This design comes from an exercise in tuning for small area and a short achievable clock period on the open sky130 flow, not from production work. The RTL was checked by simulation tests, not by an equivalence proof against the original design. Power and IR drop assume default switching activity.

// csv_record_parse_and_hash
module csv_record_parse_and_hash #(
  parameter int NUM_BUCKETS = crph_pkg::NUM_BUCKETS_DEF
) (
  input  logic         clk,
  input  logic         rst_n,
  input  logic         in_tvalid,
  output logic         in_tready,
  input  logic [7:0]   in_tdata,    
  input  logic         in_tlast,    
  output logic         out_tvalid,
  input  logic         out_tready,
  output logic [103:0] out_tdata,   
  output logic [1:0]   out_tuser    
);
  localparam logic [2:0] S_START      = 3'd0;
  localparam logic [2:0] S_RANK       = 3'd1;
  localparam logic [2:0] S_OPEN_CITY  = 3'd2;
  localparam logic [2:0] S_CITY       = 3'd3;
  localparam logic [2:0] S_AFTER_CITY = 3'd4;
  localparam logic [2:0] S_POP_OPEN   = 3'd5;
  localparam logic [2:0] S_POP        = 3'd6;
  localparam logic [2:0] S_SKIP       = 3'd7;
  logic        skid_v;           
  logic [7:0]  skid_b;
  logic        skid_l;
  logic        out_v;            
  logic        out_acc;          
  logic        out_err;          
  logic        out_gp;           
  logic        out_gc;           
  logic [19:0] q_rank;           
  logic        q_rsat;           
  logic [31:0] q_pop;
  logic        q_psat;           
  logic [2:0]  state;
  logic [19:0] rank;             
  logic        rank_sat;
  logic [15:0] acc_lo;
  logic [15:0] acc_hi;
  logic [3:0]  acc_c;            
  logic        acc_hp;           
  logic        acc_sat;          
  logic [9:0]  len;
  logic [8:0]  sum;
  logic [8:0]  px;               
  logic        cb_r;             
  logic        p2_r;             
  logic        p3_r;             
  logic        cpend;            
  logic       ob_free;
  logic [7:0] b;
  logic       last;
  logic       bv;
  logic       is_digit, is_comma, is_quote, is_paren;
  logic [3:0] digit;
  logic [2:0] state_nxt;
  logic       emit;
  logic       acc_word;
  logic       city_word;
  logic       commit;
  assign ob_free = !out_v || out_tready;
  assign b       = skid_v ? skid_b : in_tdata;
  assign last    = skid_v ? skid_l : in_tlast;
  assign bv      = skid_v || in_tvalid;
  assign is_digit = (b[7:4] == 4'h3) && (b[3:0] <= 4'd9);
  assign is_comma = (b == crph_pkg::CH_COMMA);
  assign is_quote = (b == crph_pkg::CH_QUOTE);
  ...
export LEC_CHECK = 0
export CAP_MARGIN = 20
export CORE_MARGIN = 2
export CORE_UTILIZATION = 60
export CTS_BUF_LIST = sky130_fd_sc_hd__clkbuf_4 sky130_fd_sc_hd__clkbuf_8
export PLACE_DENSITY = 0.75
export SETUP_SLACK_MARGIN = 2.0
export SLEW_MARGIN = 20
export TNS_END_PERCENT = 10
create_clock -name core_clock -period 5.5 [get_ports {clk}]
standard.sh (not shown) runs the stock make flow with config.mk's settings and CLKGATE_MAP_FILE= SYNTH_SCRIPT=/design/flow/synth_recipe.tcl, a recipe that flattens the netlist after the stock synthesis.
==> flow/flow/run.sh <==
#!/bin/bash
# The standard layout (standard.sh), with the port buffers made of the smallest
# plain buffer instead of the resizer's default choice. Every input and output
# port still gets its own buffer.
set -euo pipefail
export BUFFER_PORTS_ARGS="-buffer_cell sky130_fd_sc_hd__buf_1"
bash standard.sh > standard_flow.log 2>&1
Then changed:
- ABC_AREA: default -> 1
Effect: The new run completed without violations. Clock-buffer cell count does not change. First-iteration DRC count came out higher by 28%. Setup slack improved by 0.020 ns. Register-to-register slack improved by 0.03 ns.


== exp/lagoon ==
csv_record_parse_and_hash, a different RTL version from the one above (not shown whole).
Size: about 160 flip-flops, roughly 120 I/O pins.
Settings: LEC_CHECK=0, CAP_MARGIN=20, CORE_MARGIN=2, CORE_UTILIZATION=60, CTS_BUF_LIST=sky130_fd_sc_hd__clkbuf_4 sky130_fd_sc_hd__clkbuf_8, PLACE_DENSITY=0.75, SETUP_SLACK_MARGIN=2.0, SLEW_MARGIN=20; clock period 5.5 ns.
Scripts as last shown in full above: flow/flow/run.sh
exp/lagoon finished every step from synthesis to the final layout, and the layout passed the timing, design-rule and antenna checks.
Here is what was changed in the inputs of exp/nickel compared with exp/lagoon.
- putting TNS_END_PERCENT at 10 where nothing was set
- swapping 2.0 for 2.2 in SETUP_SLACK_MARGIN
==> run summary <==
Between exp/lagoon and exp/nickel, final cell count increased. On critical path depth: between exp/lagoon and exp/nickel, it ends up higher for exp/nickel. Compared with exp/lagoon, exp/nickel shows proportion of cell area occupied by registers lower by 0.85 points. Delta (exp/nickel minus exp/lagoon): clock power increased about 2.7%; post-layout instance area picked up an extra 2.8%. exp/lagoon → exp/nickel: wire length of the first global-routing pass higher, worst-case hold slack higher, via count of the routed design higher. Compared to exp/lagoon, exp/nickel has routed wire length 7.1% higher. Area growth from synthesis to final layout is higher on exp/nickel. exp/nickel ended with every stage complete and zero timing, DRC or antenna violations. Compared with exp/lagoon, exp/nickel shows a clock network power share that is 0.7 points lower.
Setup changes, exp/nickel to exp/pepper
- TNS_END_PERCENT no longer set, was 10
- SETUP_SLACK_MARGIN now 1.5, was 2.2
- CTS_BUF_LIST no longer set, was sky130_fd_sc_hd__clkbuf_4 sky130_fd_sc_hd__clkbuf_8
### Flow results
Compared exp/pepper against exp/nickel; count of multi-input combinational gates within noise.
exp/pepper vs. exp/nickel: cell count after synthesis now sits at about the same level, first-iteration DRC count up about 1.6%.
On exp/pepper: fraction of power consumed by sequential logic is 2.4 points higher than what exp/nickel gave.
Summary of the comparison: clock-pin transition on the worst setup and hold timing paths is lower in exp/pepper, relative to exp/nickel.
Routed length on met2 (lower): exp/pepper
Total of plain and repair buffers excluding clock buffers in exp/pepper vs exp/nickel: down 34%
On layout-stage area growth over the synthesis result: between exp/nickel and exp/pepper, it ends up lower for exp/pepper.
Diff exp/nickel -> exp/pepper | final cell count without fillers | down by a few percent
Every stage of the flow completed for exp/pepper, and the final layout passed the timing, design-rule and antenna checks.
Relative to exp/nickel, part of the power in the clock network increased by 6.5 points in exp/pepper.
Comparing exp/nickel with exp/pepper, the maximum single-stage delay on the critical path came out essentially unchanged.

[afterwards: timing with drivers on the ports]
The flow's constraints put no driver on any port. The routed layouts listed below were extracted and timed again, unchanged, in two steps.
Step 1: set_driving_cell puts a clkbuf_16 on clk and a buf_2 on each other input, an assumption about the parent block.
Step 2 moves the port delays by t, midway between the first and last clock arrival at a register: inputs arrive t later, outputs are due t later. That takes back most of the time a late clock gives input paths.
Slacks: ideal / step 1 / step 2; pairs: ideal / step 1.
run | shift t [ns] | setup slack, ns | worst setup path after step 2 | worst slew at a driven data input, ns | pins driven straight from the clock port
the first run of note 1 | 0.503 | 1.994 / 1.994 / 1.642 | input to register | 0.03 | 1
the second run of note 1 | 0.499 | 2.014 / 1.976 / 1.992 | input to register | 0.03 | 1
exp/lagoon | 0.512 | 1.995 / 1.995 / 1.665 | input to register | 0.04 | 1
exp/nickel | 0.521 | 1.897 / 1.897 / 1.752 | input to register | 0.03 | 1
exp/pepper | 0.477 | 1.676 / 1.676 / 1.334 | input to register | 0.03 | 1
After both steps every run listed still meets setup and hold. For the first run of note 1, which loses most, drivers alone change the setup slack by 0.000 ns; drivers and shift together by -0.352 ns.
